This is an optimization exercise on Yosys and OpenROAD, whose aim is small area and a short achievable clock period, not a production implementation.
Function was checked by simulation only, so behaviour that the tests miss may differ from the original.
Power figures rest on the tool's default switching activity, not on a simulated workload.

== maple ==
## cam_search_top
module cam_search_top #(
  parameter int CAM_SIZE = 64
) (
  input  logic         aclk,
  input  logic         areset,
  input  logic [31:0]  update_num,
  input  logic [2:0]   state,
  input  logic         s_tvalid,
  input  logic [511:0] s_tdata,
  output logic         m_tvalid,
  output logic [511:0] m_tdata,
  output logic         update_all_end
);
  logic [3:0]  bank_we;
  logic        srch_beat;
  logic        done_pulse;
  logic        echo_pulse;
  logic [63:0] hit;
  logic [6:0]  idx;
  logic        idx_vld;
  cam_control u_ctl (
    .aclk       (aclk),
    .areset     (areset),
    .state      (state),
    .update_num (update_num),
    .s_tvalid   (s_tvalid),
    .s_lo       (s_tdata[31:0]),
    .bank_we    (bank_we),
    .srch_beat  (srch_beat),
    .done_pulse (done_pulse),
    .echo_pulse (echo_pulse)
  );
  cam_entry_array u_arr (
    .aclk    (aclk),
    .bank_we (bank_we),
    .wr_data (s_tdata),
    .key     (s_tdata[31:0]),
    .hit     (hit)
  );
  cam_match_encoder u_enc (
    .aclk      (aclk),
    .areset    (areset),
    .srch_beat (srch_beat),
    .hit       (hit),
    .idx       (idx),
    .idx_vld   (idx_vld)
  );
  cam_result_stage u_res (
    .aclk           (aclk),
    .areset         (areset),
    .idx            (idx),
    .idx_vld        (idx_vld),
    .done_pulse     (done_pulse),
    .echo_pulse     (echo_pulse),
    .is_load        (state[0]),
    .s_hi           (s_tdata[511:32]),
    .m_tvalid       (m_tvalid),
    .m_tdata        (m_tdata),
    .update_all_end (update_all_end)
  );
endmodule
clock: 3.6 ns
lec_check: 0
cap_margin: 20
core_margin: 2
core_utilization: 70
setup_slack_margin: 1.5
slew_margin: 20
standard.sh (not shown) runs the stock make flow with config.mk's settings and CLKGATE_MAP_FILE= SYNTH_SCRIPT=/design/flow/synth_recipe.tcl, a recipe that flattens the netlist after the stock synthesis.
==> flow/flow/run.sh <==
#!/bin/bash
# The standard layout with three changes: inputs buffered with buf_1 and
# outputs with buf_4 (instead of the default delay cell), and larger clock
# sink clusters without dummy loads in the clock tree.
set -euo pipefail
W=$(pwd)
export PRE_GLOBAL_PLACE_TCL=$W/flow/pre_gp.tcl
export BUFFER_PORTS_ARGS="-outputs -buffer_cell sky130_fd_sc_hd__buf_4"
export CTS_ARGS="-sink_clustering_enable -repair_clock_nets -sink_clustering_size 25 -sink_clustering_max_diameter 100 -dont_use_dummy_load"
bash standard.sh > $W/standard.log 2>&1
==> flow/flow/pre_gp.tcl <==
# Runs before global placement's own port buffering: buffer the inputs with
# buf_1 here, after the usual removal of synthesis buffers, and make the
# script's later remove_buffers a no-op so these buffers stay. The script's
# own buffer_ports then buffers the outputs only (BUFFER_PORTS_ARGS).
if { $::env(GPL_TIMING_DRIVEN) } {
  remove_buffers
}
buffer_ports -inputs -buffer_cell sky130_fd_sc_hd__buf_1
rename remove_buffers my_flow_remove_buffers
proc remove_buffers {args} {}
--- input diff maple..yarrow ---
- CORE_UTILIZATION: 70 -> 78
Notes after the runs:
The peak clock frequency supported by timing in yarrow was lower than what maple gave. From maple to yarrow the numbers moved as follows: data required time at the worst endpoint went up 20 ps, wire length after detailed routing went up 16000 um. Looking at worst setup slack across maple and yarrow, the one that comes out higher is maple. For maple, the first element of the critical path was s_tdata[24], unlike yarrow, where it was s_tdata[11]. Number of hold buffers added after CTS: maple vs yarrow, no meaningful difference. Per-cell routed wire length, maple and yarrow, lower one = maple.
### yarrow -> delta
- swapping 1.5 for 1.7 in SETUP_SLACK_MARGIN
- swapping 78 for 65 in CORE_UTILIZATION
--- outcome ---
Going from yarrow to delta, the die area was enlarged.
Combinational power in delta is about 3% above yarrow.
Total routed wirelength on delta is ahead of yarrow.
Compare yarrow and delta | estimated wirelength of the detail-placed design higher: yarrow
Per the comparison of delta with yarrow, met2 usage in global routing shows a reduction of 12 points, headroom to the max-slew limit shows an increase of 7.8 points, antenna diode count shows a reduction of 13, via count of the first global-routing pass shows a reduction of about 7%.
The critical path class comes out reg -> out in one run and in -> reg in the other, namely in delta and yarrow respectively.
yarrow → delta: clock input transition at the sequential cells of the worst setup and hold paths now sits at about the same level; cell area after synthesis stayed essentially flat.
## Diff of input files: juniper against delta
- SETUP_SLACK_MARGIN: 1.7 -> 0.7
- CORE_UTILIZATION: 65 -> 60
==> flow/flow/run.sh <==
#!/bin/bash
# Standard layout; output ports buffered with buf_4 instead of the default cell.
set -euo pipefail
W=$(pwd)
export PRE_GLOBAL_PLACE_TCL=$W/flow/pre_gp.tcl
export BUFFER_PORTS_ARGS="-outputs -buffer_cell sky130_fd_sc_hd__buf_4"
bash standard.sh > $W/standard.log 2>&1
==> flow/flow/pre_gp.tcl <==
# Input ports keep the standard buffer; the outputs get a stronger one below.
buffer_ports -inputs
==> summary.txt <==
- Changes observed in juniper relative to delta: number of antenna repair diodes higher, layout overhead on the synthesized area higher.
- In juniper, the share of total power in combinational logic came out 3.0 points below the value in delta.
- Of the two values seen for worst setup path endpoint, m_tdata[123] was produced by juniper and m_tdata[1] by delta.
- According to the power report, total power for juniper is higher than for delta.
- Clock transition at the register clock pins on the worst setup and hold paths after CTS: delta and juniper compared, lower one is juniper
- Relative to delta, wire length of the first global-routing pass has gone up in juniper.
- juniper leaves less setup margin than delta.
- Re count of flip-flops with a built-in enable after synthesis: no difference whatsoever between delta and juniper.
- Transition time at the pin with the least slew margin: juniper vs delta up 36 ps
- Via count of the first global-routing pass grows by a few percent when moving from delta to juniper.
- On cell leakage power, juniper does worse than delta.

-- static timing again, ports no longer ideal --
In the flow no input, the clock included, has a driving cell. The finished layouts below were timed again as built, in two steps. Step 1: set_driving_cell puts a clkbuf_16 on aclk and a buf_2 on each other input, an assumption about the parent block. Step 2 adds t to the input delays and takes it off the output delays; t is the mean of the earliest and latest rising clock arrival at the registers after step 1. Input paths then give back, and output paths get back, about the clock's delay inside the block. Three values: ideal ports, drivers, drivers and shift; two values: the first two.
| run | t, ns | setup slack, ns | worst hold slack (ns) | worst setup path at the end | worst data-port slew with drivers (ns) | max-slew violations | capacitance violations |
|---|---|---|---|---|---|---|---|
| maple | 0.845 | 1.480 / 1.440 / 0.641 | 0.237 / 0.178 / 0.336 | input to register | 0.23 | 0 / 0 | 0 / 0 |
| yarrow | 0.832 | 1.386 / 1.425 / 0.593 | 0.248 / 0.192 / 0.335 | input to register | 0.24 | 0 / 0 | 0 / 0 |
| delta | 0.843 | 1.588 / 1.495 / 0.863 | 0.227 / 0.157 / 0.335 | input to register | 0.20 | 0 / 0 | 0 / 0 |
| juniper | 1.003 | 1.332 / -0.010 / -1.013 | 0.071 / 0.044 / 0.330 | input to register | 3.32 | 0 / 2146 | 0 / 32 |
Met with ideal ports but missed after step 2: setup timing in juniper. With drivers on, slew violations rise in juniper. With drivers on, capacitance violations rise in juniper. For juniper, which loses most, drivers alone change the setup slack by -1.342 ns; drivers and shift together by -2.345 ns.
